From an optimization exercise on the open Yosys and OpenROAD flow, aimed at small area, a short achievable clock period and few clock cycles per item; shortcuts taken in it are not production practice. RTL that was checked went through simulation tests only; none was proved equivalent to the original. No functional check of the RTL was part of runs 3 and 4.

## flow/design.v (module list and top-level ports; edited modules follow where they fit)
// module fp_alu_seq: 300 lines
// module fp_div_step: 44 lines
// module fp_mul_cs: 1621 lines
module fp_alu_seq #(
   parameter int EXP_W = 8,
   parameter int MAN_W = 23
) (
   input  logic                   clk,
   input  logic                   rst,
   input  logic                   in_valid,
   output logic                   in_ready,
   input  logic [2:0]             op,
   input  logic [EXP_W+MAN_W:0]   a,
   input  logic [EXP_W+MAN_W:0]   b,
   output logic                   out_valid,
   input  logic                   out_ready,
   output logic [EXP_W+MAN_W:0]   result,
   output logic [3:0]             flags
);
  // ...
==> flow/flow/run.sh <==
#!/bin/bash
# Own flow: the standard layout (standard.sh), except that synthesis runs without
# the full/half-adder extraction (ADDER_MAP_FILE empty), so that ABC maps the adders
# itself. Registers, floorplan, power grid, placement, CTS and routing are the standard ones.
set -euo pipefail
bash standard.sh ADDER_MAP_FILE= synth > synth.log 2>&1
bash standard.sh finish > layout.log 2>&1
==> flow/standard.sh <==
#!/bin/bash
# synth_recipe.tcl (not shown) runs the flow's synth.tcl, then flattens the netlist and writes it again
# the make line also repeats each setting of config.mk as NAME=value (left out here)
make -C /OpenROAD-flow-scripts/flow DESIGN_CONFIG=/design/flow/config.mk WORK_HOME=/design/flow/orfs CLKGATE_MAP_FILE= SYNTH_SCRIPT=/design/flow/synth_recipe.tcl "${@:-finish}"
==> flow/config.mk <==
export PLATFORM = sky130hd
export DESIGN_NAME = fp_alu_seq
export DESIGN_NICKNAME = fp_alu_seq
export VERILOG_FILES = /design/flow/design.v
export SDC_FILE = /design/flow/constraint.sdc
export NUM_CORES = 4
export LEC_CHECK = 0
export CAP_MARGIN = 20
export CORE_MARGIN = 2
export CORE_UTILIZATION = 40
export SETUP_SLACK_MARGIN = 4
export SLEW_MARGIN = 20
==> flow/constraint.sdc <==
create_clock -name core_clock -period 11.0 [get_ports {clk}]
set_input_delay 2.2000 -clock core_clock [delete_from_list [all_inputs] [get_ports {clk}]]
set_output_delay 2.2000 -clock core_clock [all_outputs]
set_load 0.01 [all_outputs]
==> run notes, run 1 <==
crit share post-route 84.2%; Post-DRT Antenna Nets 0; core outline area 126000 sq um; Synth Area in Simple Gates 15.3%; die height 360 microns; final instance area 61600 sq um; CTS Sinks 466; post-synthesis xor/xnor area fraction 15.0%; clk buf depth 3; well tap count 1650; post-synthesis compound-gate area fraction 26.5%; Synth Area in Adders 4.76%; worst path buffer plus inverter count 3; met1 WL 79400 microns; Cells after Synth 6455; unrepaired setup endpoints after global routing true; post-synthesis mux area share 5.12%; Signal buffers 594; top_reg_cell synth edfxtp_1; Setup Viol. Count Final 0; CTS tree yes; largest area contributor in the netlist edfxtp_1; Area after DPL 53700 sq um; f_max 0.108 GHz; Async SR Flop Fraction 0%; fill count 11727; status no timing/DRC/antenna violations; fin util 49.0%; hold path cells 0; # resized after CTS 675; worst-margin pin slew 1060 ps; max incr delay on CP 480 ps; CTS Root Cell clkbuf_16; commonest non-fill, non-tap cells in the layout 655 x nor2_1, 559 x xnor2_1, 489 x a21oi_1, 479 x o21ai_0, 456 x edfxtp_1; pre-CTS setup slack 664 ps; Syn Std Cell Area 50700 sq um; most frequent cell after synthesis nor2_1
Testbench counts, summed over its fixed seeds: cycles 3,617, items 3,000.
==> run 2, diff against run 1 <==
--- a/flow/config.mk
+++ b/flow/config.mk
@@ -5,6 +5,8 @@
 export SDC_FILE = /design/flow/constraint.sdc
 export NUM_CORES = 4
 export LEC_CHECK = 0
+export ABC_AREA = 1
+export ABC_CLOCK_PERIOD_IN_PS = 5000
 export CAP_MARGIN = 20
 export CORE_MARGIN = 2
 export CORE_UTILIZATION = 40
==> run 2 against run 1 <==
Area after synthesis shrank 5.7%. Routed wire length shrank 5.4%. Still clean on timing, DRC and antenna. Hold slack lost 3.4 ps. Fmax grew 36%. Largest cell class unchanged. Highest routed layer unchanged. Critical path type unchanged. Via count shrank 2.3%.
==> run notes, run 2 <==
first-pass GRT wire length 271000 microns; share of layout cells above drive strength 1 9.99%; DRT iter0 DRCs 5151; Async SR Flop Fraction 0% (unchanged); Crit Path Category flop to output pin; IO Pins 109; drt via density 5.50; Cells after Synth 7366 (+14%); register area share after synthesis 29.0%; Synth area leaders edfxtp_1 29%, nand2_1 15%, xor2_1 9.7%; TritonCTS buffer count 53; total wire length 182000 microns; Final min period 6820 ps; Max-Cap Viols 0; CTS tree yes; clk buf depth 3 (unchanged); vias in the first global route 45303; number of synthesized flops with an enable pin 456; r2r startpoint dd[21]; commonest cells in the netlist 1930 x nand2_1, 895 x inv_1, 810 x nor2_1, 531 x xor2_1, 511 x o21ai_0; Post-DRT Antenna Nets 0 (unchanged); most frequent cell after synthesis nand2_1; starting density of the core 40.4%; Synth Register Bits 466; CTS clock-pin slew for the worst setup and hold paths 70 ps; most flop-heavy register bq; Area after DPL 50500 sq um (-5.9%); Nets 7508; Worst EP arrival 4620 ps; Synth-to-Final Area Change 14.4%; max reg flops 126; relative slew slack 30.4%; Setup Viol. Count Final 0 (unchanged); commonest non-fill, non-tap cells in the layout 1858 x nand2_1, 880 x inv_1, 786 x nor2_1, 527 x xor2_1, 500 x o21ai_0; CTS H-tree lvls 2; f_max 0.147 GHz (+36%); Final Skew 22.3 ps; Total GRT Usage 28.6%; Syn Std Cell Area 47800 sq um (-5.7%); worst path required time 8800 ps; DR DRC count 0; Hold Vio Cnt, Final 0; largest net degree at the start of global routing 122; HP Class flop to flop; flop-to-flop setup slack 4280 ps; warnings from Yosys 4; DR WL/cell 20.1 microns; Setup crit end kind output pin; commonest non-fill, non-tap cell in the layout nand2_1; largest area contributor in the netlist edfxtp_1; final instance area 54700 sq um (-11%); Reg2Reg Depth 45; fin util 46.2% (-2.8 points); die width 350 microns; FF-to-FF End hws[9]; max-slew violations 0; worst-margin pin slew 1040 ps (-19.5 ps); syn nets 7437; WHS Endpoint bq[2][19]; hold_buf cts 0; crit share post-route 62.0% (-22 points); drt pass-1 iters 8; DP HPWL 127000 microns; hold path cells 0 (unchanged); core outline area 118000 sq um (-5.8%); CTS Root Cell clkbuf_16; Largest regs bq x126, a0 x32, b0 x32; remaining global-route overflow 0; final hold slack 414 ps; status no timing/DRC/antenna violations; CTS Sinks 466 (unchanged); DIE AREA 122000 sq um; top_reg_cell synth edfxtp_1; routed vias 49941; RePlAce Congestion 0.942; crit path max fanout 4; post-synth cell types 71; die height 350 microns (-2.9%); initial antenna violation count 4; Yosys top cell area share 28.6%; hold wc startpoint bq[1][19]; nature of the critical path startpoint flop; unrepaired setup endpoints after global routing true; I/O Buffers 108; num rows 126; Fin Setup TNS 0 ps; worst skew pair latency 640 ps; Avg Cell Area, Syn 6.49 sq um
## run 2: changes by cell type after synthesis, sizes merged, moves of 92 or more
cell | before | now
clkbuf | 465 | 206
a21oi | 530 | 254
maj3 | 241 | 5
a22oi | 274 | 3
or2 | 41 | 133
nand2 | 476 | 1967
xor2 | 246 | 533
nand3 | 119 | 450
xnor2 | 601 | 127
mux2i | 170 | 38
inv | 170 | 938
nor2 | 706 | 824
## run 2: critical path, cell delays in order, from the launching register on
cell and delay (ps):
edfxtp_1 410, a22o_1 260, nor3_1 130, inv_1 120, nor3_4 200, and3_4 260
nand4_1 200, nand2_2 220, nand2_2 80, nand2_4 110, inv_2 80, nor2_4 110
inv_1 60, nor2_2 130, nand2_2 120, nor4_4 210, nand2_2 120, nor3_4 170
nand3_2 120, xor2_2 270, nand2_1 120, a32o_1 240, clkdlybuf4s15_2 250
## run 2: final cells by class
cell class                      count  area, sq um
Multi-Input combinational cell   5644        30300
Clock buffer                       61         1400
Sequential cell                   466        13900
Tap cell                         1600         2000
Timing Repair inverter              6         43.8
Fill cell                       12037        63700
Antenna cell                        1         2.50
Inverter                          955         3740
Timing Repair Buffer              311         2870
Clock inverter                     38          424
## run 2: how the worst max path moves through the flow
stage,slack (ps),end,startpoint,cells past startpoint
global route,3920,result[22],hwc[4],22
global placement,1690,dwc[24],dwc[21],46
CTS,3890,result[8],hws[9],22
finish,4180,result[22],hws[25],22
detailed placement,1760,dwc[19],dwc[21],46
floorplan,4180,add1,out_ready,2
## run 2: layer usage
| layer | share of wire, % | global-route usage, % |
|---|---|---|
| met1 | 42 | 38.3 |
| met2 | 45 | 46.3 |
| met3 | 8.3 | 3.71 |
| met4 | 4.8 | 12.5 |
| met5 | 0.020 | 0 |
## run 2: stage by stage
stage / setup slack (ps) / instances
2_1_floorplan: 4180 / 7366
6_report: 4180 / 9082
3_3_place_gp: 1690 / 8862
3_5_place_dp: 1760 / 8862
5_1_grt: 3920 / 9081
4_1_cts: 3890 / 9015
## run 2: cell families (layout without fill, tap and decap cells)
kind of cell / Yosys count / in the layout / synth area share, %
AO/OA/AOI/OAI: 1345 / 1346 / 16.2
XOR/XNOR: 660 / 660 / 12.1
adder cells (fa/ha/maj): 5 / 5 / 0.105
buffers and inverters: 1269 / 1371 / 10.2
flip-flops: 466 / 466 / 29.0
multiplexers: 38 / 38 / 0.795
other: 0 / 1 / 0
AND/OR/NAND/NOR: 3583 / 3595 / 31.6
## run 2: timing repair
item                       in CTS  in global routing
setup endpoints to repair     211                231
gates cloned                   11                 10
pin swaps                      23                 54
setup buffers                  43                 56
gates resized for setup       129                208
==> module fp_alu_seq, before the edit <==
module fp_alu_seq #(
   parameter int EXP_W = 8,
   parameter int MAN_W = 23
) (
   input  logic                   clk,
   input  logic                   rst,
   input  logic                   in_valid,
   output logic                   in_ready,
   input  logic [2:0]             op,
   input  logic [EXP_W+MAN_W:0]   a,
   input  logic [EXP_W+MAN_W:0]   b,
   output logic                   out_valid,
   input  logic                   out_ready,
   output logic [EXP_W+MAN_W:0]   result,
   output logic [3:0]             flags
);
   localparam logic [2:0] OP_SUB = 3'b001;
   localparam logic [2:0] OP_MUL = 3'b010;
   localparam logic [2:0] OP_DIV = 3'b011;
   localparam int         XST    = 2;    
   logic        v0, st0;
   logic [2:0]  op0;
   logic [31:0] a0, b0;
   logic        v1, add1, mul1, div1, s1;
   logic [9:0]  e1;
   logic [26:0] xa1;
   logic [27:0] xb1;
   logic        xc1;
   logic        sp1, spn1, spi1, sps1, nv1, dz1;
   logic        v2, div2, s2, z2;
   logic [9:0]  e2;
   logic [22:0] f2;
   logic        sp2, spn2, spi2, sps2, nv2, dz2;
   logic        dbusy;
   logic [2:0]  dcnt;
   logic [26:0] dws, dwc;
   logic [24:0] dq, dqm;
   logic [23:0] dd;
   logic        hv;           
   logic [26:0] hws, hwc;
   logic [24:0] hq;
   logic adv, adv0, accept, consume, dfree, start_in, start_r0, div0, dfin, dstep;
   assign div0     = (op0 == OP_DIV);
   assign out_valid = v2 && (!div2 || hv);
   assign adv      = !v2 || (out_ready && (!div2 || hv));
   assign consume  = v2 && div2 && adv;
   assign dfin     = dbusy && (dcnt == 3'd1) && (!hv || consume);
   assign dstep    = dbusy && ((dcnt > 3'd1) || dfin);
   assign dfree    = !dbusy || dfin;
   assign start_r0 = v0 && div0 && !st0 && dfree;
   assign adv0     = adv && (!div0 || (st0 && ({1'b0, dcnt} <= 4'(2 + XST))));
   assign in_ready = !v0 || adv0;
   assign accept   = in_valid && in_ready;
   assign start_in = accept && (op == OP_DIV) && dfree;
   logic       sa, sb, sb_eff, sx;
   logic [7:0] ea, eb;
   logic       za, zb, ia, ib, na, nb;
   logic [23:0] siga, sigb;
   logic       is_add, is_mul, is_div;
   assign sa     = a0[31];
   assign sb     = b0[31];
   assign ea     = a0[30:23];
   assign eb     = b0[30:23];
   assign za     = (ea == 8'd0);
   assign zb     = (eb == 8'd0);
   assign ia     = (ea == 8'hFF) && (a0[22:0] == 23'd0);
   assign ib     = (eb == 8'hFF) && (b0[22:0] == 23'd0);
   assign na     = (ea == 8'hFF) && (a0[22:0] != 23'd0);
   assign nb     = (eb == 8'hFF) && (b0[22:0] != 23'd0);
   assign siga   = za ? 24'd0 : {1'b1, a0[22:0]};
   assign sigb   = zb ? 24'd0 : {1'b1, b0[22:0]};
   assign sb_eff = sb ^ (op0 == OP_SUB);
   assign sx     = sa ^ sb;
   assign is_add = (op0[2:1] == 2'b00);
   assign is_mul = (op0 == OP_MUL);
   assign is_div = (op0 == OP_DIV);
   logic sp, spn, spi, sps, nv, dz;
   always_comb begin
      sp  = 1'b1;
      spn = 1'b1;
      spi = 1'b0;
      sps = 1'b0;
      nv  = 1'b0;
      dz  = 1'b0;
      if (op0[2]) begin
         nv = 1'b1;
      end else if (na || nb) begin
         nv = 1'b0;
      end else begin
         case (op0[1:0])
            2'b00, 2'b01: begin
               if (ia && ib && (sa != sb_eff)) nv = 1'b1;
               else if (ia) begin spn = 1'b0; spi = 1'b1; sps = sa; end
               else if (ib) begin spn = 1'b0; spi = 1'b1; sps = sb_eff; end
               else sp = 1'b0;
            end
            2'b10: begin
               if ((ia && zb) || (za && ib)) nv = 1'b1;
               else if (ia || ib) begin spn = 1'b0; spi = 1'b1; sps = sx; end
               else if (za || zb) begin spn = 1'b0; sps = sx; end
               else sp = 1'b0;
            end
            default: begin
               if ((za && zb) || (ia && ib)) nv = 1'b1;
               else if (ia) begin spn = 1'b0; spi = 1'b1; sps = sx; end
               else if (zb) begin spn = 1'b0; spi = 1'b1; sps = sx; dz = 1'b1; end
               else if (ib || za) begin spn = 1'b0; sps = sx; end
               else sp = 1'b0;
            end
         endcase
      end
   end
   logic        swap, big_s;
   logic [7:0]  big_e, dab, dba, ediff;
   logic [4:0]  shamt;
   logic [23:0] big_sig, sml_sig;
   logic [26:0] sml_ext, aligned;
   logic        sticky, eff_sub;
   always_comb begin
      swap    = {eb, sigb} > {ea, siga};
      big_e   = swap ? eb : ea;
      big_sig = swap ? sigb : siga;
      sml_sig = swap ? siga : sigb;
      big_s   = swap ? sb_eff : sa;
      dab     = ea - eb;
      dba     = eb - ea;
      ediff   = swap ? dba : dab;
      shamt   = (ediff > 8'd26) ? 5'd26 : ediff[4:0];
      sml_ext = {sml_sig, 3'b000};
      sticky  = |(sml_ext & ~(27'h7FFFFFF << shamt));
      aligned = (sml_ext >> shamt) | {26'd0, sticky};
      eff_sub = sa ^ sb_eff;
   end
   logic [24:0] mhs, mhc;
   logic        mlc;
   fp_mul_cs u_mul (.a({1'b1, a0[22:0]}), .b({1'b1, b0[22:0]}), .hs(mhs), .hc(mhc), .lc(mlc));
   logic [9:0] e_mul, e_div;
   assign e_mul = {2'b00, ea} + {2'b00, eb} - 10'd127;
   assign e_div = {2'b00, ea} - {2'b00, eb} + 10'd127;
   always_ff @(posedge clk) begin
      if (rst) v1 <= 1'b0;
      else if (adv) v1 <= v0 && adv0;
      if (adv) begin
         add1 <= is_add;
         mul1 <= is_mul;
         div1 <= is_div;
         s1   <= is_add ? big_s : sx;
         e1   <= is_add ? {2'b00, big_e} : is_mul ? e_mul : e_div;
         xa1  <= is_mul ? {2'b00, mhs} : {big_sig, 3'b000};
         xb1  <= is_mul ? {3'b000, mhc} : {eff_sub, aligned ^ {27{eff_sub}}};
         xc1  <= is_mul ? mlc : eff_sub;
         sp1  <= sp;
         spn1 <= spn;
         spi1 <= spi;
         sps1 <= sps;
         nv1  <= nv;
         dz1  <= dz;
      end
   end
   logic [27:0] sum, sum_n;
   logic [4:0]  lsum;
   logic [24:0] phi;    
   logic [22:0] f_add, f_mul;
   logic [9:0]  e_add, e_mn;
   always_comb begin
      sum     = {1'b0, xa1} + xb1 + {27'd0, xc1};
      lsum    = 5'd0;
      for (int i = 0; i < 28; i++) begin
         if (sum[i]) lsum = 5'(i);
      end
      sum_n   = sum << (5'd27 - lsum);
      f_add   = sum_n[26:4];
      e_add   = e1 + {5'd0, lsum} - 10'd26;
      phi     = sum[24:0];
      f_mul   = phi[24] ? phi[23:1] : phi[22:0];
      e_mn    = e1 + {9'd0, phi[24]};
   end
   localparam int BW = 42;
   logic [BW-1:0] b2n;
   assign b2n = {div1, s1, add1 && (sum == 28'd0), add1 ? e_add : mul1 ? e_mn : e1,
                 add1 ? f_add : f_mul, sp1, spn1, spi1, sps1, nv1, dz1};
   logic [BW-1:0] bq [XST+1];
   logic          vq [XST+1];
   for (genvar i = 0; i <= XST; i++) begin : g_r2
      always_ff @(posedge clk) begin
         if (rst) vq[i] <= 1'b0;
         else if (adv) vq[i] <= (i == 0) ? v1 : vq[(i == 0) ? 0 : i - 1];
         if (adv) bq[i] <= (i == 0) ? b2n : bq[(i == 0) ? 0 : i - 1];
      end
   end
   assign v2 = vq[XST];
   assign {div2, s2, z2, e2, f2, sp2, spn2, spi2, sps2, nv2, dz2} = bq[XST];
   logic [26:0] wsum;
   logic [24:0] qf;
   logic [22:0] f3;
   logic [9:0]  e2m1;
   logic [7:0]  e3;
   logic        ovf, unf, ovf_a, unf_a, ovf_b, unf_b, dhi;
   logic [31:0] res_n;
   logic [3:0]  fl_n;
   always_comb begin
      wsum  = hws + hwc;
      qf    = wsum[26] ? (hq - 25'd1) : hq;
      dhi   = qf[24];
      e2m1  = e2 - 10'd1;
      ovf_a = !e2[9] && (e2 >= 10'd255);
      unf_a = e2[9] || (e2 == 10'd0);
      ovf_b = !e2m1[9] && (e2m1 >= 10'd255);
      unf_b = e2m1[9] || (e2m1 == 10'd0);
      if (div2 && !dhi) begin
         f3  = qf[22:0];
         e3  = e2m1[7:0];
         ovf = ovf_b;
         unf = unf_b;
      end else begin
         f3  = div2 ? qf[23:1] : f2;
         e3  = e2[7:0];
         ovf = ovf_a;
         unf = unf_a;
      end
      fl_n  = 4'b0000;
      res_n = {s2, e3, f3};
      if (sp2) begin
         res_n = spn2 ? 32'h7FC00000 : {sps2, spi2 ? 8'hFF : 8'h00, 23'd0};
         fl_n  = {nv2, dz2, 2'b00};
      end else if (z2) begin
         res_n = 32'd0;
      end else if (ovf) begin
         res_n = {s2, 8'hFF, 23'd0};
         fl_n  = 4'b0010;
      end else if (unf) begin
         res_n = {s2, 31'd0};
         fl_n  = 4'b0001;
      end
   end
   assign result    = res_n;
   assign flags     = fl_n;
   always_ff @(posedge clk) begin
      if (rst) v0 <= 1'b0;
      else if (!v0 || adv0) v0 <= accept;
      if (accept) begin
         a0  <= a;
         b0  <= b;
         op0 <= op;
         st0 <= start_in;
      end else if (start_r0) begin
         st0 <= 1'b1;
      end
   end
   logic [31:0] da_src, db_src;
   logic [26:0] lws, lwc, sws1, swc1, sws2, swc2, sws3, swc3;
   logic [24:0] lq, lqm, sq1, sqm1, sq2, sqm2, sq3, sqm3;
   logic [23:0] ld;
   assign da_src = start_r0 ? a0 : a;
   assign db_src = start_r0 ? b0 : b;
   assign ld     = {1'b1, db_src[22:0]};
   fp_div_step u_ds0 (.ws({4'b0000, da_src[22:0]} | 27'h0800000), .wc(27'd0),
                      .q(25'd0), .qm({25{1'b1}}), .d(ld),
                      .ws_n(lws), .wc_n(lwc), .q_n(lq), .qm_n(lqm));
   fp_div_step u_ds1 (.ws(dws), .wc(dwc), .q(dq), .qm(dqm), .d(dd),
                      .ws_n(sws1), .wc_n(swc1), .q_n(sq1), .qm_n(sqm1));
   fp_div_step u_ds2 (.ws(sws1), .wc(swc1), .q(sq1), .qm(sqm1), .d(dd),
                      .ws_n(sws2), .wc_n(swc2), .q_n(sq2), .qm_n(sqm2));
   fp_div_step u_ds3 (.ws(sws2), .wc(swc2), .q(sq2), .qm(sqm2), .d(dd),
                      .ws_n(sws3), .wc_n(swc3), .q_n(sq3), .qm_n(sqm3));
   always_ff @(posedge clk) begin
      if (rst) begin
         dbusy <= 1'b0;
         dcnt  <= 3'd0;
         hv    <= 1'b0;
      end else begin
         if (start_in || start_r0) begin
            dbusy <= 1'b1;
            dcnt  <= 3'd4;
         end else if (dstep) begin
            dcnt  <= dcnt - 3'd1;
            if (dfin) dbusy <= 1'b0;
         end
         if (dfin) hv <= 1'b1;
         else if (consume) hv <= 1'b0;
      end
      if (start_in || start_r0) begin
         dws <= lws;
         dwc <= lwc;
         dq  <= lq;
         dqm <= lqm;
         dd  <= ld;
      end else if (dstep) begin
         dws <= sws3;
         dwc <= swc3;
         dq  <= sq3;
         dqm <= sqm3;
      end
      if (dfin) begin
         hws <= sws3;
         hwc <= swc3;
         hq  <= sq3;
      end
   end
endmodule
==> run 3, diff against run 2 <==
--- a/flow/design.v
+++ b/flow/design.v
@@ -117,14 +117,14 @@
    logic [26:0] sml_ext, aligned;
    logic        sticky, eff_sub;
    always_comb begin
-      swap    = {eb, sigb} > {ea, siga};
+      swap    = b0[30:0] > a0[30:0];
       big_e   = swap ? eb : ea;
       big_sig = swap ? sigb : siga;
       sml_sig = swap ? siga : sigb;
       big_s   = swap ? sb_eff : sa;
       dab     = ea - eb;
       dba     = eb - ea;
-      ediff   = swap ? dba : dab;
+      ediff   = (eb > ea) ? dba : dab;    
       shamt   = (ediff > 8'd26) ? 5'd26 : ediff[4:0];
       sml_ext = {sml_sig, 3'b000};
       sticky  = |(sml_ext & ~(27'h7FFFFFF << shamt));
--- a/flow/config.mk
+++ b/flow/config.mk
@@ -6,7 +6,6 @@
 export NUM_CORES = 4
 export LEC_CHECK = 0
 export ABC_AREA = 1
-export ABC_CLOCK_PERIOD_IN_PS = 5000
 export CAP_MARGIN = 20
 export CORE_MARGIN = 2
 export CORE_UTILIZATION = 40
==> run 3 against run 2 <==
Still clean on timing, DRC and antenna. Synthesized cell count down 0.86%. Critical path type unchanged. Clock skew increased by 30 ps. Final cell count down 1.1%. Final area shrank 0.18%. Sequential cell count is the same.
==> run notes, run 3 <==
largest area contributor in the netlist edfxtp_1; DR DRC count 0 (unchanged); TritonCTS buffer count 51 (-3.8%); CTS clock-pin slew for the worst setup and hold paths 70 ps (about the same); clk buf depth 3 (unchanged); drt via density 5.56 (+1.0%); CTS tree yes; I/O Buffers 108 (unchanged); Crit Path Category flop to output pin; main combinational cell family by area after synthesis simple AND/OR/NAND/NOR gates; CP max stage cell edfxtp_1; fill count 12068 (+0.26%); Syn Std Cell Area 47600 sq um (-0.50%); die width 349 microns (-0.25%); IO Pins 109 (unchanged); syn nets 7374 (-0.85%); DIE AREA 122000 sq um (-0.49%); post-synthesis xor/xnor area fraction 12.0% (-0.12 points); Setup Viol. Count Final 0 (unchanged); nature of the critical path startpoint flop; flop-to-flop setup slack 4390 ps (+110 ps); f_max 0.133 GHz (-9.0%); warnings from Yosys 4 (unchanged); Worst EP arrival 5290 ps (+670 ps); Nets 7472 (-0.48%); max incr delay on CP 390 ps (-20 ps); remaining global-route overflow 0 (unchanged); die height 349 microns (-0.25%); unrepaired setup endpoints after global routing true; total wire length 179000 microns (-1.6%); Setup crit end kind output pin; HP Class flop to flop; commonest non-fill, non-tap cell in the layout nand2_1; max reg flops 126 (unchanged); top_reg_cell synth edfxtp_1; worst-margin pin slew 1070 ps (+33.7 ps); Synth Area in Adders 0.126% (+0.022 points); Placed Cells 8750 (-1.3%); CTS H-tree lvls 2 (unchanged); Post-DRT Antenna Nets 0 (unchanged); Most common cell on crit path nor2_4; final hold slack 411 ps (-3.31 ps); Avg Cell Area, Syn 6.52 sq um (+0.36%); Largest regs bq x126, a0 x32, b0 x32; drt pass-1 iters 6 (-2); worst skew pair latency 650 ps (about the same); Max-Cap Viols 0 (unchanged); Cells after Synth 7303 (-0.86%); first-pass GRT wire length 267000 microns (-1.8%); core outline area 118000 sq um (-0.27%); most frequent cell after synthesis nand2_1; commonest cells in the netlist 1927 x nand2_1, 887 x inv_1, 764 x nor2_1, 530 x o21ai_0, 527 x xor2_1; Total GRT Usage 28.1% (-0.54 points); DR WL/cell 20.0 microns (-0.55%); Synth Register Bits 466 (unchanged); DP HPWL 126000 microns (-1.3%); crit path max fanout 3 (-1); Synth area leaders edfxtp_1 29%, nand2_1 15%, xor2_1 9.7%; DRT iter0 DRCs 5139 (-0.23%); commonest non-fill, non-tap cells in the layout 1860 x nand2_1, 866 x inv_1, 731 x nor2_1, 522 x xor2_1, 511 x o21ai_0; Yosys top cell area share 28.8% (+0.14 points); post-synthesis compound-gate area fraction 16.7% (+0.56 points); Final min period 7490 ps (+674 ps); Async SR Flop Fraction 0% (unchanged); CTS Root Cell clkbuf_16; share of layout cells above drive strength 1 10.9% (+0.94 points); relative slew slack 28.3% (-2.0 points); CTS Sinks 466 (unchanged); crit share post-route 68.1% (+6.1 points); Final Skew 52.8 ps (+30.5 ps); routed vias 49896 (-0.090%); number of synthesized flops with an enable pin 456 (unchanged); status no timing/DRC/antenna violations; Hold Vio Cnt, Final 0 (unchanged); max-slew violations 0 (unchanged); largest net degree at the start of global routing 130 (+6.6%); most flop-heavy register bq; post-synth cell types 74 (+4.2%); num rows 126 (unchanged); post-synthesis mux area share 0.273% (-0.52 points); Fin Setup TNS 0 ps (unchanged); initial antenna violation count 5 (+1); register area share after synthesis 29.2% (+0.15 points); starting density of the core 40.3% (-0.093 points); Synth Area in Simple Gates 31.6% (about the same); Synth-to-Final Area Change 14.7%; vias in the first global route 45736 (+0.96%); Final Non-Filler Cells 8982 (-1.1%); RePlAce Congestion 0.976 (+3.5%); worst path required time 8800 ps (about the same)
==> run 3: cell type report <==
| type | count | area (sq um) | share of cell area, % |
|---|---|---|---|
| tap | 1536 | 1920 | 3.52 |
| antenna | 2 | 5.00 | 0.00917 |
| multi-input combinational | 5591 | 30000 | 55.0 |
| sequential | 466 | 13900 | 25.4 |
| timing repair inverter | 5 | 30.0 | 0.0550 |
| clock inverter | 37 | 548 | 1.00 |
| inverter | 939 | 3600 | 6.59 |
| timing repair buffer | 347 | 3230 | 5.91 |
| clock buffer | 59 | 1350 | 2.47 |
==> run 3: through the flow <==
| stage | setup slack (ps) | cell area (sq um) | util, % |
|---|---|---|---|
| floorplan | 4000 | 47600 | - |
| global placement | 2090 | 50200 | 42.5 |
| detailed placement | 1990 | 50200 | 42.5 |
| CTS | 3210 | 53000 | 44.9 |
| global route | 3170 | 54600 | 46.2 |
| finish | 3510 | 54600 | 46.2 |
==> run 3: cell families after synthesis <==
| family | Yosys count |
|---|---|
| buf+inv | 1250 |
| flops | 466 |
| xor+xnor | 653 |
| compound gates | 1383 |
| fa+ha+maj | 6 |
| simple gates | 3532 |
| mux | 13 |
==> run 3: critical path: cells and delay by family (launching register included) <==
kind	cells	cell delay, ps
AO/OA/AOI/OAI	5	1090
buffers and inverters	7	490
flip-flops	1	390
AND/OR/NAND/NOR	24	2630
XOR/XNOR	1	100
==> run 3: metal layers <==
layer	routed length, microns	GRT usage (%)
met3	15700	3.88
met4	8610	12.4
met1	75500	37.3
met2	79500	45.5
met5	0	0
==> run 3: final timing paths <==
path | start | end | cells past startpoint
setup / recovery | hwc[16] | result[21] | 37
hold / removal | bq[0][20] | bq[1][20] | 0
setup reg to reg | dd[21] | dwc[21] | 50
hold reg to reg | bq[0][20] | bq[1][20] | 0
==> run 3: what timing repair did <==
action                     in CTS  in global routing
pin swaps                      40                 92
setup buffers                  54                 63
cloned                          7                 10
hold buffers                    0                  0
setup endpoints to repair     197                222
gates resized for setup       198                237
==> run 4, diff against run 3 <==
--- a/flow/config.mk
+++ b/flow/config.mk
@@ -8,6 +8,6 @@
 export ABC_AREA = 1
 export CAP_MARGIN = 20
 export CORE_MARGIN = 2
-export CORE_UTILIZATION = 40
+export CORE_UTILIZATION = 50
 export SETUP_SLACK_MARGIN = 4
 export SLEW_MARGIN = 20
==> run 4 against run 3 <==
Still clean. Final area decreased by 0.75%. Hold slack improved by 0.66 ps. Via count increased by 0.43%. Fmax decreased by 1.3%. Critical path depth decreased by 3. First-iteration DRC count increased by 6.8%. Highest routed layer is now met5.
==> run notes, run 4 <==
Avg Cell Area, Syn 6.52 sq um (unchanged); Yosys top cell area share 28.8% (unchanged); die width 313 microns (-10%); Synth Area in Simple Gates 31.6% (unchanged); largest net degree at the start of global routing 133 (+2.3%); commonest non-fill, non-tap cell in the layout nand2_1; drt pass-1 iters 6 (unchanged); main combinational cell family by area after synthesis simple AND/OR/NAND/NOR gates; clk buf depth 3 (unchanged); Synth-to-Final Area Change 13.9%; Synth area leaders edfxtp_1 29%, nand2_1 15%, xor2_1 9.7%; DP HPWL 126000 microns (+0.49%); largest area contributor in the netlist edfxtp_1; worst skew pair latency 660 ps (about the same); vias in the first global route 44415 (-2.9%); starting density of the core 50.2% (+9.9 points); unrepaired setup endpoints after global routing true; share of layout cells above drive strength 1 10.8% (-0.16 points); initial antenna violation count 11 (+6); number of synthesized flops with an enable pin 456 (unchanged); most frequent cell after synthesis nand2_1; Placed Cells 8478 (-3.1%); Max-Cap Viols 0 (unchanged); worst-margin pin slew 1170 ps (+96.1 ps); TritonCTS buffer count 53 (+3.9%); most flop-heavy register bq; total wire length 182000 microns (+1.3%); DR DRC count 0 (unchanged); Worst EP arrival 5390 ps (+100 ps); Post-DRT Antenna Nets 0 (unchanged); crit share post-route 69.0% (+0.91 points); Cells after Synth 7303 (unchanged); core outline area 94700 sq um (-20%); DIE AREA 97700 sq um (-20%); worst path required time 8800 ps (about the same); CTS H-tree lvls 2 (unchanged); HP Class flop to flop; Setup crit end kind output pin; Total GRT Usage 35.3% (+7.2 points); Final Skew 76.0 ps (+23.2 ps); CTS clock-pin slew for the worst setup and hold paths 60 ps (about the same); post-synthesis xor/xnor area fraction 12.0% (unchanged); I/O Buffers 108 (unchanged); Setup Viol. Count Final 0 (unchanged); Async SR Flop Fraction 0% (unchanged); Most common cell on crit path nor2_4; Largest regs bq x126, a0 x32, b0 x32; nature of the critical path startpoint flop; Hold Vio Cnt, Final 0 (unchanged); RePlAce Congestion 0.988 (+1.2%); crit path max fanout 3 (unchanged); CTS tree yes; top_reg_cell synth edfxtp_1; CTS Sinks 466 (unchanged); Fin Setup TNS 0 ps (unchanged); max incr delay on CP 440 ps (+50 ps); syn nets 7374 (unchanged); commonest non-fill, non-tap cells in the layout 1878 x nand2_1, 866 x inv_1, 724 x nor2_1, 522 x xor2_1, 518 x o21ai_0; CTS Root Cell clkbuf_16; max reg flops 126 (unchanged); post-synthesis mux area share 0.273% (unchanged); Syn Std Cell Area 47600 sq um (unchanged); warnings from Yosys 4 (unchanged); IO Pins 109 (unchanged); routed vias 50111 (+0.43%); num rows 113 (-10%); Final min period 7590 ps (+99.6 ps); f_max 0.132 GHz (-1.3%); Synth Register Bits 466 (unchanged); die height 313 microns (-10%); Crit Path Category flop to output pin; register area share after synthesis 29.2% (unchanged); DR WL/cell 20.8 microns (+4.2%); CP max stage cell or3b_2; commonest cells in the netlist 1927 x nand2_1, 887 x inv_1, 764 x nor2_1, 530 x o21ai_0, 527 x xor2_1; post-synthesis compound-gate area fraction 16.7% (unchanged); Largest delay share family, worst path simple AND/OR/NAND/NOR gates; Final Non-Filler Cells 8728 (-2.8%); DRT iter0 DRCs 5490 (+6.8%); fin util 57.2% (+11 points); Nets 7488 (+0.21%); post-synth cell types 74 (unchanged); first-pass GRT wire length 267000 microns (+0.34%); status no timing/DRC/antenna violations; Synth Area in Adders 0.126% (unchanged); worst path buffer plus inverter count 6 (-1); fill count 9258 (-23%); max-slew violations 0 (unchanged); relative slew slack 21.5% (-6.9 points); drt via density 5.74 (+3.4%); remaining global-route overflow 0 (unchanged)
[run 4: through the flow]
| stage | hold WS [ps] | instance area [sq um] | worst slack [ps] |
|---|---|---|---|
| final | 412 | 54200 | 3410 |
| after global routing | 417 | 54200 | 3040 |
| after floorplan | 400 | 47600 | 4000 |
| after global placement | 401 | 49900 | 2360 |
| after detailed placement | 405 | 49900 | 2160 |
| after CTS | 415 | 52700 | 3150 |
[run 4: cell families (layout without fill, tap and decap cells)]
| family | Yosys count | after routing |
|---|---|---|
| buffers and inverters | 1250 | 1398 |
| and+or+nand+nor | 3532 | 3541 |
| adders and majority gates | 6 | 6 |
| xor gates and xnor gates | 653 | 653 |
| other | 0 | 3 |
| AOI/OAI and AO/OA | 1383 | 1383 |
| muxes | 13 | 13 |
| DFF | 466 | 466 |
[run 4: final timing paths]
path / start / end / slack (ps) / cells after the start
max reg2reg: dwc[21] / dwc[24] / 4230 / 52
min: bq[1][2] / bq[2][2] / 410 / 0
min reg2reg: bq[1][2] / bq[2][2] / 410 / 0
max: hws[9] / result[22] / 3410 / 34
[run 4: worst register-to-register path, delay by kind of cell, from the launching register on]
family          cells  cell delay, ps
compound gates      3             340
buf+inv             7             940
flops               1             500
simple gates       42            4750
[run 4: layout make-up]
class                   instances  area, sq um  area share [%]
multi-input cells            5596        30000            55.4
repair buffers                354         3270            6.03
flip-flops and latches        466        13900            25.6
well taps                    1265         1580            2.92
repair inverters                7         47.5          0.0877
clock buffers                  65         1390            2.57
clock inverters                33          372           0.686
inverters                     939         3600            6.65
diodes                          3         7.51          0.0139
[run 4: repair_timing]
item                                    4_1_cts  5_1_grt
hold buffers                                  0        0
pin swaps                                    38       73
cloned                                       10       16
resized for setup                           206      189
buffers inserted                             62       61
endpoints found under the setup margin      194      223
[run 4: per-layer routing]
| metal | GRT usage [%] | wire (microns) | vias to the layer above |
|---|---|---|---|
| met3 | 5.54 | 17600 | 495 |
| li1 | - | - | 24246 |
| met5 | 0 | 67 | - |
| met1 | 49.3 | 76600 | 22969 |
| met4 | 15.5 | 9070 | 10 |
| met2 | 54.1 | 78200 | 2391 |
==> run 5, diff against run 4 <==
--- a/flow/design.v
+++ b/flow/design.v
@@ -117,14 +117,14 @@
    logic [26:0] sml_ext, aligned;
    logic        sticky, eff_sub;
    always_comb begin
-      swap    = b0[30:0] > a0[30:0];
+      swap    = {eb, sigb} > {ea, siga};
       big_e   = swap ? eb : ea;
       big_sig = swap ? sigb : siga;
       sml_sig = swap ? siga : sigb;
       big_s   = swap ? sb_eff : sa;
       dab     = ea - eb;
       dba     = eb - ea;
-      ediff   = (eb > ea) ? dba : dab;    
+      ediff   = swap ? dba : dab;
       shamt   = (ediff > 8'd26) ? 5'd26 : ediff[4:0];
       sml_ext = {sml_sig, 3'b000};
       sticky  = |(sml_ext & ~(27'h7FFFFFF << shamt));
==> run 5 against run 4 <==
First-iteration DRC count shrank 0.55%. Die area grew 0.49%. Final area shrank 0.38%. Via count is essentially flat. Routed wire length shrank 0.80%. Critical path type unchanged. Sequential cell count is the same. Non-clock buffer count shrank 60. Area after synthesis grew 0.50%. Hold slack gained 4.5 ps. Fmax grew 12%.
==> run notes, run 5 <==
syn nets 7437 (+0.85%); num rows 113 (unchanged); worst-margin pin slew 1060 ps (-103 ps); Total GRT Usage 35.5% (+0.13 points); initial antenna violation count 5 (-6); worst skew pair latency 670 ps (about the same); CTS tree yes; IO Pins 109 (unchanged); flop-to-flop setup slack 4320 ps (+90 ps); Cells after Synth 7366 (+0.86%); first-pass GRT wire length 268000 microns (+0.36%); Largest regs bq x126, a0 x32, b0 x32; worst path cell trace buf_4, o21ai_0, o21ai_1, a221oi_2, nand2_2, or2_4, nand2_4, inv_2, nor2_4, inv_1, nor2_2, nand2_2, nor2_1, inv_1, nor3_2, inv_1, nor3_2, xnor2_2, nor2_1, a211oi_1, a211oi_2, dlygate4sd2_1; Synth area leaders edfxtp_1 29%, nand2_1 15%, xor2_1 9.7%; worst path required time 8800 ps (about the same); DR DRC count 0 (unchanged); Final Non-Filler Cells 8726 (-0.023%); CTS Root Cell clkbuf_16; Synth Register Bits 466 (unchanged); drt pass-1 iters 10 (+4); crit share post-route 61.8% (-7.2 points); Avg Cell Area, Syn 6.49 sq um (-0.36%); Nets 7489 (+0.013%); RePlAce Congestion 0.962 (-2.5%); Most common cell on crit path inv_1; Fin Setup TNS 0 ps (unchanged); FF-to-FF End xc1; Post-DRT Antenna Nets 0 (unchanged); warnings from Yosys 4 (unchanged); CP startpoint hws[25]; relative slew slack 29.1% (+7.6 points); Hold Vio Cnt, Final 0 (unchanged); commonest non-fill, non-tap cell in the layout nand2_1; Final min period 6800 ps (-788 ps); drt via density 5.74 (about the same); final instance area 54000 sq um (-0.38%); number of synthesized flops with an enable pin 456 (unchanged); core outline area 94900 sq um (+0.15%); Synth-to-Final Area Change 12.9%; die width 313 microns (+0.25%); CTS clock-pin slew for the worst setup and hold paths 60 ps (about the same); DRT iter0 DRCs 5460 (-0.55%); Worst EP arrival 4600 ps (-790 ps); post-synth cell types 71 (-4.1%); f_max 0.147 GHz (+12%); Yosys top cell area share 28.6% (-0.14 points); CTS Sinks 466 (unchanged); CP max stage cell edfxtp_1; commonest cells in the netlist 1930 x nand2_1, 895 x inv_1, 810 x nor2_1, 531 x xor2_1, 511 x o21ai_0; DIE AREA 98200 sq um (+0.49%); TritonCTS buffer count 52 (-1.9%); largest net degree at the start of global routing 125 (-6.0%); die height 313 microns (+0.25%); DP HPWL 126000 microns (about the same); share of layout cells above drive strength 1 9.56% (-1.2 points); Setup Viol. Count Final 0 (unchanged); CTS H-tree lvls 2 (unchanged); starting density of the core 50.4% (+0.18 points); routed vias 50086 (-0.050%); most frequent cell after synthesis nand2_1; DR WL/cell 20.6 microns (-0.78%); Reg2Reg Depth 31 (-40%); unrepaired setup endpoints after global routing true; remaining global-route overflow 0 (unchanged); max reg flops 126 (unchanged); Syn Std Cell Area 47800 sq um (+0.50%); vias in the first global route 44599 (+0.41%); I/O Buffers 108 (unchanged); nature of the critical path startpoint flop; most flop-heavy register bq; max-slew violations 0 (unchanged); Crit Path Category flop to output pin; hold_buf cts 0 (unchanged); Setup crit end kind output pin; HP Class flop to flop; largest area contributor in the netlist edfxtp_1; total wire length 180000 microns (-0.80%); Max-Cap Viols 0 (unchanged); register area share after synthesis 29.0% (-0.15 points); worst setup path endpoint result[19]; Area after DPL 50000 sq um (+0.25%); max incr delay on CP 420 ps (-20 ps); status no timing/DRC/antenna violations; clk buf depth 3 (unchanged); commonest non-fill, non-tap cells in the layout 1867 x nand2_1, 877 x inv_1, 781 x nor2_1, 528 x xor2_1, 494 x o21ai_0; Async SR Flop Fraction 0% (unchanged); r2r startpoint b0[7]; crit path max fanout 4 (+1); final hold slack 416 ps (+4.48 ps); Final Skew 60.5 ps (-15.5 ps); top_reg_cell synth edfxtp_1; Placed Cells 8522 (+0.52%)
run 5: changes by cell type after synthesis, sizes merged, moves of 18 or more:
cell,change
nor2,+49
inv,+18
nand4,-33
a21oi,-26
nand3,+78
mux2i,+25
or2,-27
run 5: how the worst min path moves through the flow:
stage,slack (ps),end,from,cells past startpoint
3_5_place_dp,400,bq[1][13],bq[0][13],0
6_report,420,bq[1][0],bq[0][0],0
5_1_grt,420,bq[1][18],bq[0][18],0
4_1_cts,420,bq[2][12],bq[1][12],0
3_3_place_gp,400,bq[1][41],bq[0][41],0
2_1_floorplan,400,bq[0][0],dz1,0
run 5: area by class of cell:
class                           count  area (sq um)
Fill cell                        9204         40900
Multi-Input combinational cell   5641         30200
Sequential cell                   466         13900
Inverter                          955          3760
Timing Repair Buffer              294          2750
Tap cell                         1265          1580
Clock buffer                       63          1340
Clock inverter                     32           384
Timing Repair inverter              8          56.3
Antenna cell                        2          5.00
run 5: cells by family (layout without fill, tap and decap cells):
kind of cell	count (synthesis)	count (layout)	synth area share, %
AND/OR/NAND/NOR	3583	3593	31.6
AO/OA/AOI/OAI	1345	1345	16.2
buffers and inverters	1269	1352	10.2
XOR/XNOR	660	660	12.1
flip-flops	466	466	29.0
multiplexers	38	38	0.795
adder cells (fa/ha/maj)	5	5	0.105
other	0	2	0
run 5: what timing repair did:
action | 4_1_cts | 5_1_grt
gates cloned | 15 | 6
resized for setup | 125 | 203
pin swaps | 24 | 43
setup endpoints to repair | 256 | 233
buffers inserted | 35 | 51
run 5: through the flow:
step                setup WS, ps  util, %
floorplan                   4180        -
global placement            2220     52.7
detailed placement          2070     52.7
CTS                         3900     55.6
global route                3900     56.9
finish                      4200     56.9
run 5: critical path, delay by kind of cell (launching register included):
family,cells,cell delay (ps)
buf+inv,6,760
simple gates,10,1400
compound gates,5,1150
flops,1,420
xor+xnor,1,180
run 5: per-layer routing:
layer	track usage, %	up-vias	routed length (microns)
li1	-	24265	-
met2	54.2	2512	76200
met3	6.01	530	17800
met4	14.7	2	8960
met5	0	-	8
met1	49.7	22777	77100
Testbench counts of run 5, summed over its fixed seeds: cycles 3,617, items 3,000.
==> run 6, diff against run 5 <==
--- a/flow/config.mk
+++ b/flow/config.mk
@@ -9,5 +9,6 @@
 export CAP_MARGIN = 20
 export CORE_MARGIN = 2
 export CORE_UTILIZATION = 50
+export GPL_ROUTABILITY_DRIVEN = 0
 export SETUP_SLACK_MARGIN = 4
 export SLEW_MARGIN = 20
==> run 6 against run 5 <==
Via count is 0.26% higher. Clock skew is 9.0 ps lower. Non-clock buffer count is 14 lower. Critical endpoint is now result[7]. Die area stayed put. Hold slack worse by 5.6 ps. Sequential cell count stayed put. Critical path type unchanged. Area after synthesis stayed put. Sequential share of layout area is 0.16 points higher.
==> run notes, run 6 <==
status no timing/DRC/antenna violations; relative slew slack 29.9% (+0.82 points); Final min period 6880 ps (+73.7 ps); most frequent cell after synthesis nand2_1; Post-DRT Antenna Nets 0 (unchanged); fill count 9255 (+0.55%); max-slew violations 0 (unchanged); Setup crit end kind output pin; syn nets 7437 (unchanged); IO Pins 109 (unchanged); CTS Sinks 466 (unchanged); fin util 56.6% (-0.36 points); worst path required time 8800 ps (about the same); clk buf depth 3 (unchanged); DP HPWL 122000 microns (-3.0%); DRT iter0 DRCs 6000 (+9.9%); starting density of the core 50.4% (unchanged); r2r startpoint dd[21]; warnings from Yosys 4 (unchanged); CP startpoint hws[25]; Yosys top cell area share 28.6% (unchanged); hold wc startpoint bq[0][41]; commonest cells in the netlist 1930 x nand2_1, 895 x inv_1, 810 x nor2_1, 531 x xor2_1, 511 x o21ai_0; Total GRT Usage 34.8% (-0.68 points); met3 usage 6.34% (+0.33 points); Setup Viol. Count Final 0 (unchanged); commonest non-fill, non-tap cells in the layout 1886 x nand2_1, 879 x inv_1, 786 x nor2_1, 527 x xor2_1, 499 x o21ai_0; Reg2Reg Depth 47 (+52%); post-synthesis compound-gate area fraction 16.2% (unchanged); final instance area 53600 sq um (-0.63%); TritonCTS buffer count 55 (+5.8%); routed vias 50214 (+0.26%); Fin Setup TNS 0 ps (unchanged); Max-Cap Viols 0 (unchanged); pre-CTS setup slack 1770 ps (-297 ps); FF+latch area 13900 sq um (unchanged); Crit Path Category flop to output pin; met2 GRT Util 52.6% (-1.6 points); Largest regs bq x126, a0 x32, b0 x32; DIE AREA 98200 sq um (unchanged); worst-margin pin slew 1040 ps (-19.3 ps); core outline area 94900 sq um (unchanged); hold path cells 0 (unchanged); die height 313 microns (unchanged); Nets 7481 (-0.11%); I/O Buffers 108 (unchanged); DR WL/cell 20.4 microns (-1.1%); Final Skew 51.5 ps (-8.96 ps); CTS clock-pin slew for the worst setup and hold paths 70 ps (about the same); WHS Endpoint bq[1][41]; drt via density 5.76 (+0.31%); CTS tree yes; initial antenna violation count 4 (-1); largest net degree at the start of global routing 164 (+31%); post-synthesis mux area share 0.795% (unchanged); flop-to-flop setup slack 4260 ps (-60 ps); number of synthesized flops with an enable pin 456 (unchanged); f_max 0.145 GHz (-1.1%); GRT busiest layer met2; final setup margin 4120 ps (-73.7 ps); total wire length 178000 microns (-1.2%); CTS H-tree lvls 2 (unchanged); Synth area leaders edfxtp_1 29%, nand2_1 15%, xor2_1 9.7%; commonest non-fill, non-tap cell in the layout nand2_1; routing usage on met1 48.5% (-1.2 points); crit share post-route 62.5% (+0.67 points); Synth-to-Final Area Change 12.2%; remaining global-route overflow 0 (unchanged); main combinational cell family by area after synthesis simple AND/OR/NAND/NOR gates; Avg Cell Area, Syn 6.49 sq um (unchanged); die width 313 microns (unchanged); Synth Area in Simple Gates 31.6% (unchanged); Hold Vio Cnt, Final 0 (unchanged); Area after DPL 50000 sq um (about the same); Synth Register Bits 466 (unchanged); Cells after Synth 7366 (unchanged); Synth Area in Adders 0.105% (unchanged); top_reg_cell synth edfxtp_1; Worst EP arrival 4680 ps (+80 ps); post-synth cell types 71 (unchanged); max reg flops 126 (unchanged); most flop-heavy register bq; FF-to-FF End dws[9]; crit path max fanout 16 (+12); post-synthesis xor/xnor area fraction 12.1% (unchanged); HP Class flop to flop; Multi-input gate area 30000 sq um (-0.58%); worst skew pair latency 680 ps (about the same); drt pass-1 iters 7 (-3); Async SR Flop Fraction 0% (unchanged); Syn Std Cell Area 47800 sq um (unchanged); CTS Root Cell clkbuf_16; DR DRC count 0 (unchanged); share of layout cells above drive strength 1 9.02% (-0.54 points); register area share after synthesis 29.0% (unchanged); first-pass GRT wire length 265000 microns (-1.3%); hold_buf cts 0 (unchanged); nature of the critical path startpoint flop; largest area contributor in the netlist edfxtp_1; num rows 113 (unchanged); unrepaired setup endpoints after global routing true; vias in the first global route 44755 (+0.35%)
==> run 6: cell counts after synthesis <==
Identical to the previous run, type by type.
==> run 6: per-layer routing <==
metal | share of wire (%) | wire length (microns)
met5 | 0.016 | 28
met4 | 5.3 | 9360
met3 | 10 | 18000
met2 | 42 | 74700
met1 | 43 | 75800
==> run 6: kinds of logic after synthesis <==
logic type                 after synthesis
muxes                                   38
adders and majority gates                5
buffers and inverters                 1269
and+or+nand+nor                       3583
AOI/OAI and AO/OA                     1345
DFF                                    466
xor gates and xnor gates               660
==> run 6: cell type report <==
cell class,count,share of cell area (%)
repair buffers,280,4.82
clock buffers,69,2.76
well taps,1265,2.95
inverters,955,6.92
flip-flops and latches,466,25.9
clock inverters,32,0.574
repair inverters,7,0.0886
multi-input cells,5645,56.0
diodes,2,0.00933
==> run 6: timing repair <==
action	CTS	global route
gates resized for setup	101	155
endpoints found under the setup margin	223	212
buffers inserted	25	52
hold endpoints to repair	0	0
cloned	10	13
pin swaps	16	42
==> run 6: per-stage QoR <==
| step | hold slack [ps] | cells |
|---|---|---|
| after global routing | 423 | 8719 |
| after CTS | 413 | 8654 |
| final | 411 | 8721 |
| after global placement | 400 | 8518 |
| after floorplan | 400 | 7366 |
| after detailed placement | 405 | 8518 |
==> run 6: critical path, cell delays in order (launching register included) <==
cell and delay, ps:
edfxtp_1 430, o21ai_0 520, o21ai_2 190, a221oi_1 310, nand2_2 170, or2_4 270
nand2_4 90, inv_2 70, nand2_1 100, nand3_4 140, buf_12 190, nand2_1 60
nand2_1 120, nor2_2 150, inv_2 130, nor2_4 130, clkinv_2 110, buf_12 160
nor2_1 110, clkdlybuf4s50_1 540
==> run 6: worst max-delay path by stage <==
stage / end / slack (ps) / depth (start not counted)
CTS: result[3] / 4000 / 21
global placement: dwc[11] / 1980 / 43
finish: result[7] / 4120 / 19
detailed placement: hws[21] / 1770 / 42
global route: dws[9] / 3900 / 50
floorplan: add1 / 4180 / 2
==> run 7, diff against run 6 <==
--- a/flow/config.mk
+++ b/flow/config.mk
@@ -6,9 +6,8 @@
 export NUM_CORES = 4
 export LEC_CHECK = 0
 export ABC_AREA = 1
-export CAP_MARGIN = 20
+export CAP_MARGIN = 5
 export CORE_MARGIN = 2
 export CORE_UTILIZATION = 50
-export GPL_ROUTABILITY_DRIVEN = 0
 export SETUP_SLACK_MARGIN = 4
-export SLEW_MARGIN = 20
+export SLEW_MARGIN = 5
==> run 7 against run 6 <==
Still clean. Clock-buffer cell count shrank 6. Global-route usage up 0.68 points. Hold slack improved by 5.6 ps. Die area did not move. First-iteration DRC count is 9.0% lower. Final area rose by 0.63%. Non-clock buffer count is 14 higher. Largest cell class unchanged.
==> run notes, run 7 <==
relative slew slack 29.1% (-0.82 points); Syn Std Cell Area 47800 sq um (unchanged); Avg Cell Area, Syn 6.49 sq um (unchanged); post-synth cell types 71 (unchanged); HP Class flop to flop; IO Pins 109 (unchanged); FF+latch area 13900 sq um (unchanged); final setup margin 4200 ps (+73.7 ps); Multi-input gate area 30200 sq um (+0.58%); initial antenna violation count 5 (+1); worst-margin pin slew 1060 ps (+19.3 ps); commonest cells in the netlist 1930 x nand2_1, 895 x inv_1, 810 x nor2_1, 531 x xor2_1, 511 x o21ai_0; worst path cell trace buf_4, o21ai_0, o21ai_1, a221oi_2, nand2_2, or2_4, nand2_4, inv_2, nor2_4, inv_1, nor2_2, nand2_2, nor2_1, inv_1, nor3_2, inv_1, nor3_2, xnor2_2, nor2_1, a211oi_1, a211oi_2, dlygate4sd2_1; FF-to-FF End xc1; Crit Path Category flop to output pin; Total GRT Usage 35.5% (+0.68 points); CTS clock-pin slew for the worst setup and hold paths 60 ps (about the same); RePlAce Congestion 0.962; vias in the first global route 44599 (-0.35%); worst path required time 8800 ps (about the same); core outline area 94900 sq um (unchanged); I/O Buffers 108 (unchanged); r2r startpoint b0[7]; die width 313 microns (unchanged); fin util 56.9% (+0.36 points); CTS tree yes; DIE AREA 98200 sq um (unchanged); register area share after synthesis 29.0% (unchanged); Max-Cap Viols 0 (unchanged); largest area contributor in the netlist edfxtp_1; commonest non-fill, non-tap cells in the layout 1867 x nand2_1, 877 x inv_1, 781 x nor2_1, 528 x xor2_1, 494 x o21ai_0; largest net degree at the start of global routing 125 (-24%); fill count 9204 (-0.55%); Reg2Reg Depth 31 (-34%); remaining global-route overflow 0 (unchanged); Async SR Flop Fraction 0% (unchanged); Most common cell on crit path inv_1; hold_buf cts 0 (unchanged); first-pass GRT wire length 268000 microns (+1.3%); CTS Sinks 466 (unchanged); Nets 7489 (+0.11%); Cells after Synth 7366 (unchanged); max incr delay on CP 420 ps (-120 ps); drt pass-1 iters 10 (+3); max reg flops 126 (unchanged); TritonCTS buffer count 52 (-5.5%); commonest non-fill, non-tap cell in the layout nand2_1; number of synthesized flops with an enable pin 456 (unchanged); drt via density 5.74 (-0.31%); pre-CTS setup slack 2070 ps (+297 ps); syn nets 7437 (unchanged); most frequent cell after synthesis nand2_1; Largest regs bq x126, a0 x32, b0 x32; CP max stage cell edfxtp_1; Fin Setup TNS 0 ps (unchanged); DP HPWL 126000 microns (+3.1%); CTS Root Cell clkbuf_16; Post-DRT Antenna Nets 0 (unchanged); total wire length 180000 microns (+1.2%); Synth-to-Final Area Change 12.9%; most flop-heavy register bq; crit path max fanout 4 (-12); Yosys top cell area share 28.6% (unchanged); Setup Viol. Count Final 0 (unchanged); share of layout cells above drive strength 1 9.56% (+0.54 points); flop-to-flop setup slack 4320 ps (+60 ps); DRT iter0 DRCs 5460 (-9.0%); Final min period 6800 ps (-73.7 ps); Hold Vio Cnt, Final 0 (unchanged); f_max 0.147 GHz (+1.1%); worst skew pair latency 670 ps (about the same); DR DRC count 0 (unchanged); status no timing/DRC/antenna violations; starting density of the core 50.4% (unchanged); clk buf depth 3 (unchanged); warnings from Yosys 4 (unchanged); CTS H-tree lvls 2 (unchanged); max-slew violations 0 (unchanged); worst setup path endpoint result[19]; nature of the critical path startpoint flop; routed vias 50086 (-0.25%); num rows 113 (unchanged); Final Skew 60.5 ps (+8.96 ps); Worst EP arrival 4600 ps (-80 ps); top_reg_cell synth edfxtp_1; Setup crit end kind output pin; DR WL/cell 20.6 microns (+1.1%); crit share post-route 61.8% (-0.67 points); unrepaired setup endpoints after global routing true; Synth area leaders edfxtp_1 29%, nand2_1 15%, xor2_1 9.7%; CP startpoint hws[25]; die height 313 microns (unchanged); Synth Register Bits 466 (unchanged)
run 7: worst min-delay path by stage:
stage / startpoint / endpoint / slack [ps] / cells after the start
after floorplan: dz1 / bq[0][0] / 400 / 0
after global placement: bq[0][41] / bq[1][41] / 400 / 0
after detailed placement: bq[0][13] / bq[1][13] / 400 / 0
after CTS: bq[1][12] / bq[2][12] / 420 / 0
after global routing: bq[0][18] / bq[1][18] / 420 / 0
final: bq[0][0] / bq[1][0] / 420 / 0
run 7: cell type report:
type,instances,share of cell area [%]
Multi-Input combinational cell,5641,56.0
Sequential cell,466,25.7
Inverter,955,6.97
Timing Repair Buffer,294,5.09
Tap cell,1265,2.93
Clock buffer,63,2.49
Clock inverter,32,0.711
Timing Repair inverter,8,0.104
Antenna cell,2,0.00927
run 7: per-stage QoR:
step / cells / area, sq um / hold WS [ps]
2_1_floorplan: 7366 / 47800 / 400
3_3_place_gp: 8522 / 50000 / 402
3_5_place_dp: 8522 / 50000 / 405
4_1_cts: 8667 / 52700 / 419
5_1_grt: 8724 / 54000 / 424
6_report: 8726 / 54000 / 416
run 7: cells by family after synthesis:
| logic type | share of synthesized area [%] |
|---|---|
| buf+inv | 10.2 |
| fa+ha+maj | 0.105 |
| compound gates | 16.2 |
| simple gates | 31.6 |
| xor+xnor | 12.1 |
| mux | 0.795 |
| flops | 29.0 |
run 7: critical path: cells and delay by family (launching register included):
family | cells | cell delay [ps]
and+or+nand+nor | 10 | 1400
xor gates and xnor gates | 1 | 180
AOI/OAI and AO/OA | 5 | 1150
DFF | 1 | 420
buffers and inverters | 6 | 760
run 7: per-layer routing:
metal	vias to the layer above	GRT usage, %	wire length [microns]	part of all wire [%]
met2	2512	54.2	76200	42
met3	530	6.01	17800	9.9
li1	24265	-	-	-
met4	2	14.7	8960	5.0
met5	-	0	8	0.0044
met1	22777	49.7	77100	43
run 7: repair_timing:
| action | CTS | global route |
|---|---|---|
| setup buffers | 35 | 51 |
| endpoints found under the setup margin | 256 | 233 |
| gates cloned | 15 | 6 |
| resized for setup | 125 | 203 |
| endpoints found under the hold margin | 0 | 0 |
| pin swaps | 24 | 43 |

-- static timing again, ports no longer ideal --
In the flow no input, the clock included, has a driving cell. The finished layouts below were timed again as built, in two steps. Step 1 sets driving cells, clkbuf_16 on the clock port and buf_2 on the other inputs (assumed; they add their load-dependent delay and slew). Step 2, shift: input delay + t, output delay - t, t = (earliest + latest rising clock arrival at the registers) / 2. This alone moves slack from input paths to output paths. Three values: ideal ports, drivers, drivers and shift; two values: the first two.
run	t (ns)	setup WS [ns]	worst slew at a driven data input, ns
run 1	0.674	1.740 / 1.669 / 2.196	0.19
run 2	0.695	4.183 / 4.116 / 4.233	0.19
run 3	0.696	3.509 / 3.436 / 4.018	0.14
run 4	0.700	3.409 / 3.335 / 3.866	0.18
run 5	0.715	4.197 / 4.119 / 3.878	0.16
run 6	0.724	4.124 / 4.054 / 3.961	0.18
run 7	0.715	4.197 / 4.119 / 3.878	0.16
After both steps setup and hold are still met in every run listed.
